This is an optimization exercise on Yosys and OpenROAD, whose aim is small area, a short achievable clock period and few clock cycles per item, not a production implementation. Function was checked by simulation only, so behaviour that the tests miss may differ from the original. No driver is modelled on the clock port, so clock power and skew are understated where the tree is cut down; a real chip needs a root buffer or a tree. Power and IR drop assume default switching activity.

## job 101
## top_payload_generator
module top_payload_generator (
    input  logic                          clk,
    input  logic                          resetn,
    input  logic [15:0]                   session_id_i,
    input  logic [31:0]                   msg_seq_num_i,
    input  logic [4-1:0]            pe_valid_i,
    input  logic [4*(32 + 32 + 16 + 64)-1:0]   pe_order_i,
    output logic [4-1:0]            pe_ready_o,
    input  logic                          tready_i,
    output logic                          tvalid_o,
    output logic                          tlast_o,
    output logic [64-1:0]            tdata_o
);
Size: roughly 740 cells after synthesis, ~120 flip-flops, about 0.0071 sq mm of cells after synthesis.
Settings: LEC_CHECK=0, CAP_MARGIN=20, CORE_AREA=2.5 2.5 197.5 197.5, DIE_AREA=0 0 200 200, SETUP_SLACK_MARGIN=3.2, SLEW_MARGIN=20; clock period 5.0 ns.
standard.sh (not shown) runs the stock make flow with config.mk's settings and CLKGATE_MAP_FILE= SYNTH_SCRIPT=/design/flow/synth_recipe.tcl, a recipe that flattens the netlist after the stock synthesis.
==> flow/flow/run.sh <==
#!/bin/bash
# The standard flow, with three changes: the port buffers are the smallest
# buffer cell, the pins may sit on every routing track, and they are placed in
# regions (flow/io.tcl, made by gen/io_gen.py) that keep each tdata_o bit next
# to the input bits feeding it.
export BUFFER_PORTS_ARGS="-buffer_cell sky130_fd_sc_hd__buf_1"
export PLACE_PINS_ARGS="-min_distance 1 -min_distance_in_tracks"
export CTS_ARGS="-sink_clustering_enable -repair_clock_nets -sink_clustering_size 30 -sink_clustering_max_diameter 60 -buf_list sky130_fd_sc_hd__clkbuf_8"
export IO_CONSTRAINTS="$PWD/flow/io.tcl"
bash standard.sh > standard.log 2>&1
Other scripts of this flow, unchanged in this note and not shown: flow/flow/io.tcl
Testbench counts of job 101, summed over its fixed seeds: cycles 38,424, items 9,600.
Setup changes, job 101 to job 102
==> flow/flow/run.sh <==
#!/bin/bash
# The standard flow, with four changes: the port buffers are the smallest
# buffer cell, the pins may sit on every routing track, they are placed in
# regions (flow/io.tcl, made by gen/io_gen.py) that keep each tdata_o bit next
# to the input bits feeding it, and clock tree synthesis adds no dummy loads.
export BUFFER_PORTS_ARGS="-buffer_cell sky130_fd_sc_hd__buf_1"
export PLACE_PINS_ARGS="-min_distance 1 -min_distance_in_tracks"
export CTS_ARGS="-sink_clustering_enable -repair_clock_nets -dont_use_dummy_load"
export IO_CONSTRAINTS="$PWD/flow/io.tcl"
bash standard.sh > standard.log 2>&1
Findings:
- Job 101 → job 102: part of the cycle the worst path needs now sits lower, met2 usage now sits higher, via count now sits higher, global-route usage over all layers now sits higher, fraction of area in clock buffers and inverters now sits at about the same level.
- Compared with job 101, in job 102 latest clock arrival within the worst-skew pair went down 0.03 ns, top achievable clock speed went up, first-pass detailed-route iteration total shows an increase of 10.
- On final period demand of the worst path: job 102 sits below job 101.
Here is what was changed in the inputs of job 103 compared with job 102.
==> flow/flow/run.sh <==
#!/bin/bash
# The standard flow, with three changes: the port buffers are the smallest
# buffer cell, the pins may sit on every routing track, and they are placed in
# regions (flow/io.tcl, made by gen/io_gen.py) that keep each tdata_o bit next
# to the input bits feeding it.
export BUFFER_PORTS_ARGS="-buffer_cell sky130_fd_sc_hd__buf_1"
export PLACE_PINS_ARGS="-min_distance 1 -min_distance_in_tracks"
export CTS_ARGS="-repair_clock_nets -buf_list sky130_fd_sc_hd__clkbuf_16 -root_buf sky130_fd_sc_hd__clkbuf_16"
export IO_CONSTRAINTS="$PWD/flow/io.tcl"
bash standard.sh > standard.log 2>&1
Results
Diff job 102 -> job 103: internal power component shows an increase of about 7%; global-route track usage on met3 shows an increase of 0.47 points; sequential share of layout area shows a reduction of 0.29 points.
Comparing job 102 and job 103, the lower first-pass iteration count of the detailed router is on job 103.
Between job 102 and job 103, the global routing met2 resource utilization figures differ only marginally.
Summary of job 103 over job 102: quantity of hold-fixing buffers added after cts level, multi-input gate area in the final layout moved down, via count moved down, routing usage on met1 moved down, setup slack moved down.
Diff job 102 and job 103: net switching power of the design higher in job 103
Relative to job 103, the following input files were edited for job 104:
- putting PLACE_DENSITY at 0.8 where nothing was set
--- a/flow/flow/run.sh
+++ b/flow/flow/run.sh
@@ -6,5 +6,4 @@
 export BUFFER_PORTS_ARGS="-buffer_cell sky130_fd_sc_hd__buf_1"
 export PLACE_PINS_ARGS="-min_distance 1 -min_distance_in_tracks"
-export CTS_ARGS="-repair_clock_nets -buf_list sky130_fd_sc_hd__clkbuf_16 -root_buf sky130_fd_sc_hd__clkbuf_16"
 export IO_CONSTRAINTS="$PWD/flow/io.tcl"
 bash standard.sh > standard.log 2>&1
## What came out
From job 103 to job 104, synthesized area did not move at all.
In job 104 the core utilization turned out 0.33 points higher than in job 103.
Job 104 vs. job 103: final wirelength went down by about 6%.
After synthesis and placement, the instance count of job 104 is above that of job 103.
Summary of job 104 over job 103: minimum period implied by the final worst setup slack picked up an extra 0.015 ns; global-route wire length before repair lost about 4.6%; detailed-routed wire length on met3 picked up an extra 9.8%; slack of the critical path lost 0.015 ns.
Side by side, overall global routing resource usage turned out lower in job 104 than in job 103.
Between job 103 and job 104, the violation count after the first detailed-route iteration is lower for job 103.
### job 104 -> job 105
- PLACE_DENSITY removed (was 0.8)
- CTS_CLUSTER_SIZE newly set to 30
- CTS_CLUSTER_DIAMETER newly set to 50
--- outcome ---
Status: number of cells on the worst hold path parity (job 104, job 105)
| switching part of the total power | job 105 vs job 104 | ≈ equal |
The run showing the greater relative contribution of combinational cells to total power is job 104.
From job 104 to job 105 the numbers moved as follows: total of fill cells in the finished design rose by 141; clock period minus final worst setup slack fell by 0.015 ns; total via count after detailed routing fell by 220.
Row overall track demand over capacity in global routing: job 105 higher / job 104 lower
Looking at first-iteration DRC count across job 104 and job 105, the one that comes out lower is job 105.

Another version of the RTL of top_payload_generator (not shown whole).
Size in the first run: about 740 cells after synthesis, ~130 flip-flops, roughly 700 I/O pins.
==> flow/config.mk <==
export PLATFORM = sky130hd
export DESIGN_NAME = top_payload_generator
export DESIGN_NICKNAME = top_payload_generator
export VERILOG_FILES = /design/flow/design.v
export SDC_FILE = /design/flow/constraint.sdc
export NUM_CORES = 4
export LEC_CHECK = 0
export ABC_CLOCK_PERIOD_IN_PS = 2000
export CAP_MARGIN = 20
export CORE_AREA = 2.5 2.5 182.5 182.5
export DIE_AREA = 0 0 185 185
export SETUP_SLACK_MARGIN = 3.0
export SLEW_MARGIN = 20
==> flow/constraint.sdc <==
create_clock -name core_clock -period 5.0 [get_ports {clk}]
set_input_delay 1.0000 -clock core_clock [delete_from_list [all_inputs] [get_ports {clk}]]
set_output_delay 1.0000 -clock core_clock [all_outputs]
set_load 0.01 [all_outputs]
==> flow/flow/run.sh <==
#!/bin/bash
# The standard flow, with four changes: the port buffers are the smallest
# buffer cell, the pins may sit on every routing track, they are placed in
# regions (flow/io.tcl, made by gen/io_gen.py) that keep each tdata_o bit next
# to the input bits feeding it, and the clock tree is two levels of buffers
# built by flow/cts_hand.tcl in place of clock tree synthesis.
export BUFFER_PORTS_ARGS="-buffer_cell sky130_fd_sc_hd__buf_1"
export PLACE_PINS_ARGS="-min_distance 1 -min_distance_in_tracks"
export IO_CONSTRAINTS="$PWD/flow/io.tcl"
export PRE_CTS_TCL="$PWD/flow/cts_hand.tcl"
bash standard.sh > standard.log 2>&1
Other scripts of this flow, unchanged in this note and not shown: flow/flow/cts_hand.tcl, flow/flow/io.tcl
Testbench counts at the start, summed over its fixed seeds: cycles 38,432, items 9,600.
Edit:
ABC_AREA = 1   (was not set)
ABC_CLOCK_PERIOD_IN_PS = not set   (was 2000)
Outcome: Cell count grows by 15%. Wire length grows by 6.0%. Sequential share of layout area shrinks by 1.5 points. Worst setup slack improves by 0.014 ns. Sequential power grows by 27%.
Edit:
ABC_AREA = not set   (was 1)
Cell area came out lower by 4.8%.
Worst setup slack got worse by 0.014 ns.
Cell count came out lower by about 13%.
Die area does not change.
Global-route usage came out lower by 1.3 points.
No run of this note takes its clock network from TritonCTS; it comes from the design's own scripts or RTL.

Another version of the RTL of top_payload_generator (not shown whole).
Size in the first run: about 580 cells after synthesis, roughly 6300 sq um of cells after synthesis.
// top_payload_generator
module top_payload_generator (
    input  logic                          clk,
    input  logic                          resetn,
    input  logic [15:0]                   session_id_i,
    input  logic [31:0]                   msg_seq_num_i,
    input  logic [4-1:0]            pe_valid_i,
    input  logic [4*(32 + 32 + 16 + 64)-1:0]   pe_order_i,
    output logic [4-1:0]            pe_ready_o,
    input  logic                          tready_i,
    output logic                          tvalid_o,
    output logic                          tlast_o,
    output logic [64-1:0]            tdata_o
);
make LEC_CHECK=0 CAP_MARGIN=20 CORE_MARGIN=2 CORE_UTILIZATION=40 SLEW_MARGIN=20 finish   # period 5.0 ns
run.sh (not shown) runs the stock make flow with config.mk's settings and CLKGATE_MAP_FILE= SYNTH_SCRIPT=/design/flow/synth_recipe.tcl, a recipe that flattens the netlist after the stock synthesis.
Stock flow here: none of the scripts above is used.
The first run died in I/O pin placement (3_2_place_iop) with PPL-0024.
Testbench counts at the start, summed over its fixed seeds: cycles 38,416, items 9,600.
Then changed:
Settings changed: CORE_AREA from default to 2.5 2.5 242.5 242.5, CORE_MARGIN 2 to default, CORE_UTILIZATION 40 to default, DIE_AREA from default to 0 0 245 245.
What happened: Now the flow went through all stages and came out clean. Synthesized cell count stays the same. Area after synthesis does not change.

top_payload_generator with an RTL version that a note above also has.
Size in the first run: ~120 flip-flops, roughly 0.0071 mm^2 of cells after synthesis.
==> flow/config.mk <==
export PLATFORM = sky130hd
export DESIGN_NAME = top_payload_generator
export DESIGN_NICKNAME = top_payload_generator
export VERILOG_FILES = /design/flow/design.v
export SDC_FILE = /design/flow/constraint.sdc
export NUM_CORES = 4
export LEC_CHECK = 0
export CAP_MARGIN = 20
export CORE_AREA = 2.5 2.5 247.5 247.5
export DIE_AREA = 0 0 250 250
export SETUP_SLACK_MARGIN = 3.2
export SLEW_MARGIN = 20
==> flow/constraint.sdc <==
create_clock -name core_clock -period 5.0 [get_ports {clk}]
set_input_delay 1.0000 -clock core_clock [delete_from_list [all_inputs] [get_ports {clk}]]
set_output_delay 1.0000 -clock core_clock [all_outputs]
set_load 0.01 [all_outputs]
standard.sh (not shown) runs the stock make flow with config.mk's settings and CLKGATE_MAP_FILE= SYNTH_SCRIPT=/design/flow/synth_recipe.tcl, a recipe that flattens the netlist after the stock synthesis.
==> flow/flow/run.sh <==
#!/bin/bash
# The standard flow, with two changes: the port buffers are the smallest
# buffer cell, and the pins are placed in regions (flow/io.tcl, made by
# gen/io_gen.py) that keep each tdata_o bit next to the input bits feeding it.
export BUFFER_PORTS_ARGS="-buffer_cell sky130_fd_sc_hd__buf_1"
export IO_CONSTRAINTS="$PWD/flow/io.tcl"
bash standard.sh > standard.log 2>&1
Other scripts of this flow, unchanged in this note and not shown: flow/flow/io.tcl
Testbench counts at the start, summed over its fixed seeds: cycles 38,424, items 9,600.
Edit:
Settings changed: SETUP_SLACK_MARGIN 3.2 to 2.9.
Final area is lower by about 6%. Sequential share of layout area is higher by 1.4 points. Power is lower by about 6.5%. Die area does not change. Utilization is lower by 1.2 points. Clock skew hardly moves. Sequential power is about the same. Worst hold slack is worse by 0.0092 ns. Combinational power is lower by about 10%.

v28:
RTL: one of the versions met above, not the one the previous note started from.
For scale: roughly 7200 sq um of cells after synthesis.
==> flow/config.mk <==
export PLATFORM = sky130hd
export DESIGN_NAME = top_payload_generator
export DESIGN_NICKNAME = top_payload_generator
export VERILOG_FILES = /design/flow/design.v
export SDC_FILE = /design/flow/constraint.sdc
export NUM_CORES = 4
export LEC_CHECK = 0
export CAP_MARGIN = 20
export CORE_AREA = 2.5 2.5 197.5 197.5
export DIE_AREA = 0 0 200 200
export SETUP_SLACK_MARGIN = 3.1
export SLEW_MARGIN = 20
==> flow/constraint.sdc <==
create_clock -name core_clock -period 5.0 [get_ports {clk}]
set_input_delay 1.0000 -clock core_clock [delete_from_list [all_inputs] [get_ports {clk}]]
set_output_delay 1.0000 -clock core_clock [all_outputs]
set_load 0.01 [all_outputs]
==> flow/flow/run.sh <==
#!/bin/bash
# The standard flow, with four changes: the port buffers are the smallest
# buffer cell, the pins may sit on every routing track, they are placed in
# regions (flow/io.tcl, made by gen/io_gen.py) that keep each tdata_o bit next
# to the input bits feeding it, and the clock tree is one level of buffers
# built by flow/cts_hand.tcl in place of clock tree synthesis.
export BUFFER_PORTS_ARGS="-buffer_cell sky130_fd_sc_hd__buf_1"
export PLACE_PINS_ARGS="-min_distance 1 -min_distance_in_tracks"
export IO_CONSTRAINTS="$PWD/flow/io.tcl"
export PRE_CTS_TCL="$PWD/flow/cts_hand.tcl"
bash standard.sh > standard.log 2>&1
==> flow/flow/cts_hand.tcl <==
# Sourced by ORFS's cts.tcl before clock tree synthesis (PRE_CTS_TCL).
# Builds a one-level clock tree by hand: the clock port drives four
# clkbuf_16 buffers, each driving the flip-flop clock pins of one quarter of
# them (split by angle around their centre), then replaces the
# clock_tree_synthesis command with a no-op so the rest of cts.tcl (timing
# repair and legalisation) runs on this tree.
set nb 4
set block [ord::get_db_block]
set db [ord::get_db]
set clknet [$block findNet clk]
set master [$db findMaster sky130_fd_sc_hd__clkbuf_16]
set sinks [$clknet getITerms]
set pts {}
foreach it $sinks {
  set box [[$it getInst] getBBox]
  lappend pts [list [expr {([$box xMin] + [$box xMax]) / 2.0}] [expr {([$box yMin] + [$box yMax]) / 2.0}]]
}
puts "hand clock tree: [llength $sinks] clock sinks"
# split the sinks into nb clusters of equal size, contiguous in angle
# around the centre of the sinks
set sx 0.0; set sy 0.0
foreach p $pts { set sx [expr {$sx + [lindex $p 0]}]; set sy [expr {$sy + [lindex $p 1]}] }
set cx [expr {$sx / [llength $pts]}]
set cy [expr {$sy / [llength $pts]}]
set keyed {}
set i 0
foreach p $pts {
  lappend keyed [list [expr {atan2([lindex $p 1] - $cy, [lindex $p 0] - $cx)}] $i]
  incr i
}
set keyed [lsort -real -index 0 $keyed]
set n [llength $pts]
set assign [lrepeat $n 0]
set k 0
foreach kv $keyed {
  lset assign [lindex $kv 1] [expr {($k * $nb) / $n}]
  incr k
}
set cents {}
for {set g 0} {$g < $nb} {incr g} {
  set sx 0.0; set sy 0.0; set m 0
  foreach p $pts a $assign {
    if {$a == $g} { set sx [expr {$sx + [lindex $p 0]}]; set sy [expr {$sy + [lindex $p 1]}]; incr m }
  }
  lappend cents [list [expr {$sx / max($m, 1)}] [expr {$sy / max($m, 1)}]]
}
for {set g 0} {$g < $nb} {incr g} {
  set members {}
  foreach it $sinks a $assign { if {$a == $g} { lappend members $it } }
  if {[llength $members] == 0} { continue }
  set inst [odb::dbInst_create $block $master "clkbuf_hand_$g"]
  set net [odb::dbNet_create $block "clknet_hand_$g"]
  $net setSigType CLOCK
  foreach it $members { $it disconnect; $it connect $net }
  [$inst findITerm A] connect $clknet
  [$inst findITerm X] connect $net
  set c [lindex $cents $g]
  $inst setLocation [expr {int([lindex $c 0])}] [expr {int([lindex $c 1])}]
  $inst setPlacementStatus PLACED
  puts "hand clock tree: buffer $g drives [llength $members] sinks from [lindex $c 0] [lindex $c 1]"
}
$clknet setSigType CLOCK
global_connect
detailed_placement
rename clock_tree_synthesis clock_tree_synthesis_unused
proc clock_tree_synthesis {args} { puts "clock tree built by hand (flow/cts_hand.tcl)" }
Other scripts of this flow, unchanged in this note and not shown: flow/flow/io.tcl
The flow did not stop early for v28: all stages ran, and the layout cleared the timing, design-rule and antenna checks.
Testbench counts of v28, summed over its fixed seeds: cycles 38,432, items 9,600.
Modified inputs, v57 compared to v28
# v28
export LEC_CHECK = 0
export CAP_MARGIN = 20
export CORE_AREA = 2.5 2.5 197.5 197.5
export DIE_AREA = 0 0 200 200
export SETUP_SLACK_MARGIN = 3.1
export SLEW_MARGIN = 20
create_clock -name core_clock -period 5.0 [get_ports {clk}]
# v57
export LEC_CHECK = 0
export CAP_MARGIN = 20
export CORE_AREA = 2.5 2.5 197.5 197.5
export DIE_AREA = 0 0 200 200
export SETUP_SLACK_MARGIN = 3.0
export SLEW_MARGIN = 20
create_clock -name core_clock -period 5.0 [get_ports {clk}]
--- a/flow/flow/run.sh
+++ b/flow/flow/run.sh
@@ -4,3 +4,3 @@
 # regions (flow/io.tcl, made by gen/io_gen.py) that keep each tdata_o bit next
-# to the input bits feeding it, and the clock tree is one level of buffers
+# to the input bits feeding it, and the clock tree is two levels of buffers
 # built by flow/cts_hand.tcl in place of clock tree synthesis.
--- a/flow/flow/cts_hand.tcl
+++ b/flow/flow/cts_hand.tcl
@@ -1,8 +1,9 @@
 # Sourced by ORFS's cts.tcl before clock tree synthesis (PRE_CTS_TCL).
-# Builds a one-level clock tree by hand: the clock port drives four
-# clkbuf_16 buffers, each driving the flip-flop clock pins of one quarter of
-# them (split by angle around their centre), then replaces the
+# Builds a two-level clock tree by hand: the clock port drives four
+# clkbuf_16 buffers, each driving two leaf buffers, each driving the
+# flip-flop clock pins of one eighth of them (split by angle around their
+# centre), then replaces the
 # clock_tree_synthesis command with a no-op so the rest of cts.tcl (timing
 # repair and legalisation) runs on this tree.
-set nb 4
+set nb 8
 set block [ord::get_db_block]
@@ -46,2 +47,3 @@
 }
+set leaves {}
 for {set g 0} {$g < $nb} {incr g} {
@@ -49,8 +51,6 @@
   foreach it $sinks a $assign { if {$a == $g} { lappend members $it } }
-  if {[llength $members] == 0} { continue }
-  set inst [odb::dbInst_create $block $master "clkbuf_hand_$g"]
-  set net [odb::dbNet_create $block "clknet_hand_$g"]
+  set inst [odb::dbInst_create $block $master "clkbuf_leaf_$g"]
+  set net [odb::dbNet_create $block "clknet_leaf_$g"]
   $net setSigType CLOCK
   foreach it $members { $it disconnect; $it connect $net }
-  [$inst findITerm A] connect $clknet
   [$inst findITerm X] connect $net
@@ -59,3 +59,16 @@
   $inst setPlacementStatus PLACED
-  puts "hand clock tree: buffer $g drives [llength $members] sinks from [lindex $c 0] [lindex $c 1]"
+  lappend leaves $inst
+  puts "hand clock tree: leaf $g drives [llength $members] sinks from [lindex $c 0] [lindex $c 1]"
+}
+for {set r 0} {$r < $nb / 2} {incr r} {
+  set inst [odb::dbInst_create $block $master "clkbuf_root_$r"]
+  set net [odb::dbNet_create $block "clknet_root_$r"]
+  $net setSigType CLOCK
+  [$inst findITerm A] connect $clknet
+  [$inst findITerm X] connect $net
+  set c0 [lindex $cents [expr {2 * $r}]]
+  set c1 [lindex $cents [expr {2 * $r + 1}]]
+  foreach l [lrange $leaves [expr {2 * $r}] [expr {2 * $r + 1}]] { [$l findITerm A] connect $net }
+  $inst setLocation [expr {int(([lindex $c0 0] + [lindex $c1 0]) / 2)}] [expr {int(([lindex $c0 1] + [lindex $c1 1]) / 2)}]
+  $inst setPlacementStatus PLACED
 }
- Going from v28 to v57, register bit total from synthesis held, worst hold path stage count held, post-cts resize count went down 24.
- Between v28 and v57, the difference in placed instance count is negligible.
- Diff v28 -> v57: area of combinational cells with multiple inputs has decreased; post-route standard cell area excluding fillers has decreased.
[inputs] v3 vs v57
# v57
export LEC_CHECK = 0
export CAP_MARGIN = 20
export CORE_AREA = 2.5 2.5 197.5 197.5
export DIE_AREA = 0 0 200 200
export SETUP_SLACK_MARGIN = 3.0
export SLEW_MARGIN = 20
create_clock -name core_clock -period 5.0 [get_ports {clk}]
# v3
export LEC_CHECK = 0
export CAP_MARGIN = 20
export CORE_AREA = 2.5 2.5 197.5 197.5
export DIE_AREA = 0 0 200 200
export SETUP_SLACK_MARGIN = 2.9
export SLEW_MARGIN = 20
create_clock -name core_clock -period 5.0 [get_ports {clk}]
--- a/flow/flow/run.sh
+++ b/flow/flow/run.sh
@@ -4,3 +4,3 @@
 # regions (flow/io.tcl, made by gen/io_gen.py) that keep each tdata_o bit next
-# to the input bits feeding it, and the clock tree is two levels of buffers
+# to the input bits feeding it, and the clock tree is one level of buffers
 # built by flow/cts_hand.tcl in place of clock tree synthesis.
--- a/flow/flow/cts_hand.tcl
+++ b/flow/flow/cts_hand.tcl
@@ -1,9 +1,8 @@
 # Sourced by ORFS's cts.tcl before clock tree synthesis (PRE_CTS_TCL).
-# Builds a two-level clock tree by hand: the clock port drives four
-# clkbuf_16 buffers, each driving two leaf buffers, each driving the
-# flip-flop clock pins of one eighth of them (split by angle around their
-# centre), then replaces the
+# Builds a one-level clock tree by hand: the clock port drives four
+# clkbuf_16 buffers, each driving the flip-flop clock pins of one quarter of
+# them (split by angle around their centre), then replaces the
 # clock_tree_synthesis command with a no-op so the rest of cts.tcl (timing
 # repair and legalisation) runs on this tree.
-set nb 8
+set nb 4
 set block [ord::get_db_block]
@@ -47,3 +46,2 @@
 }
-set leaves {}
 for {set g 0} {$g < $nb} {incr g} {
@@ -51,6 +49,8 @@
   foreach it $sinks a $assign { if {$a == $g} { lappend members $it } }
-  set inst [odb::dbInst_create $block $master "clkbuf_leaf_$g"]
-  set net [odb::dbNet_create $block "clknet_leaf_$g"]
+  if {[llength $members] == 0} { continue }
+  set inst [odb::dbInst_create $block $master "clkbuf_hand_$g"]
+  set net [odb::dbNet_create $block "clknet_hand_$g"]
   $net setSigType CLOCK
   foreach it $members { $it disconnect; $it connect $net }
+  [$inst findITerm A] connect $clknet
   [$inst findITerm X] connect $net
@@ -59,16 +59,3 @@
   $inst setPlacementStatus PLACED
-  lappend leaves $inst
-  puts "hand clock tree: leaf $g drives [llength $members] sinks from [lindex $c 0] [lindex $c 1]"
-}
-for {set r 0} {$r < $nb / 2} {incr r} {
-  set inst [odb::dbInst_create $block $master "clkbuf_root_$r"]
-  set net [odb::dbNet_create $block "clknet_root_$r"]
-  $net setSigType CLOCK
-  [$inst findITerm A] connect $clknet
-  [$inst findITerm X] connect $net
-  set c0 [lindex $cents [expr {2 * $r}]]
-  set c1 [lindex $cents [expr {2 * $r + 1}]]
-  foreach l [lrange $leaves [expr {2 * $r}] [expr {2 * $r + 1}]] { [$l findITerm A] connect $net }
-  $inst setLocation [expr {int(([lindex $c0 0] + [lindex $c1 0]) / 2)}] [expr {int(([lindex $c0 1] + [lindex $c1 1]) / 2)}]
-  $inst setPlacementStatus PLACED
+  puts "hand clock tree: buffer $g drives [llength $members] sinks from [lindex $c 0] [lindex $c 1]"
 }
Findings:
On reg2reg setup slack, v57 beats v3.
When the final numbers for v57 and v3 were put side by side, the design area turned out to be smaller in v3.
Sort v57 and v3 by post-route worst setup slack, descending, and v57 comes first.
v3 vs v57, share of the clock period used by the worst path after layout went up by 1.5 points.
Between v57 and v3, the difference in first-pass GRT wire length is negligible.
Sort v57 and v3 by post-cts gate resize count asc -> top: v3
In v3, worst path arrival time is higher than in v57.
In every run of this note, the design's own scripts or RTL, not TritonCTS, make the clock network.

[static timing again, ports no longer ideal]
How much do the figures lean on ideal ports? The routed layouts below were timed once more, with nothing changed but the port constraints. Step 1 (the two cells are an assumption about what drives the block):
set clk [get_ports {clk}]
set_driving_cell -lib_cell sky130_fd_sc_hd__clkbuf_16 $clk
set_driving_cell -lib_cell sky130_fd_sc_hd__buf_2 [delete_from_list [all_inputs] $clk]
Step 2 times the ports against the registers' clock, not the clock port: input delays grow and output delays shrink by t, the midpoint of the rising clock arrivals with the driver on. Three values: ideal, step 1, step 2; two values: the first two.
run	t (ns)	setup WS [ns]	hold slack, ns
job 101	0.492	3.016 / 2.966 / 2.735	0.470 / 0.470 / 0.470
job 102	0.461	3.058 / 3.007 / 2.647	0.464 / 0.464 / 0.464
job 103	0.472	3.054 / 3.003 / 2.681	0.461 / 0.461 / 0.461
job 104	0.475	3.039 / 2.989 / 2.662	0.457 / 0.457 / 0.457
job 105	0.472	3.054 / 3.003 / 2.681	0.461 / 0.461 / 0.461
the first run of note 2	0.388	3.060 / 2.983 / 2.857	0.464 / 0.464 / 0.464
the second run of note 2	0.389	3.074 / 2.998 / 2.931	0.462 / 0.462 / 0.462
the third run of note 2	0.388	3.060 / 2.983 / 2.857	0.464 / 0.464 / 0.464
the second run of note 3	0.312	0.678 / 0.584 / 0.584	0.495 / 0.495 / 0.495
the first run of note 4	0.511	3.027 / 2.969 / 2.718	0.459 / 0.459 / 0.459
the second run of note 4	0.509	2.939 / 2.914 / 2.461	0.450 / 0.450 / 0.450
v28	0.279	3.079 / 3.071 / 2.855	0.470 / 0.470 / 0.470
v57	0.364	3.104 / 3.030 / 2.824	0.473 / 0.473 / 0.473
v3	0.276	3.029 / 3.029 / 2.835	0.452 / 0.452 / 0.452
After both steps setup and hold are still met in every run listed. The setup slack of the second run of note 4, which loses most, moves by -0.025 ns with the drivers and by -0.478 ns with both steps.
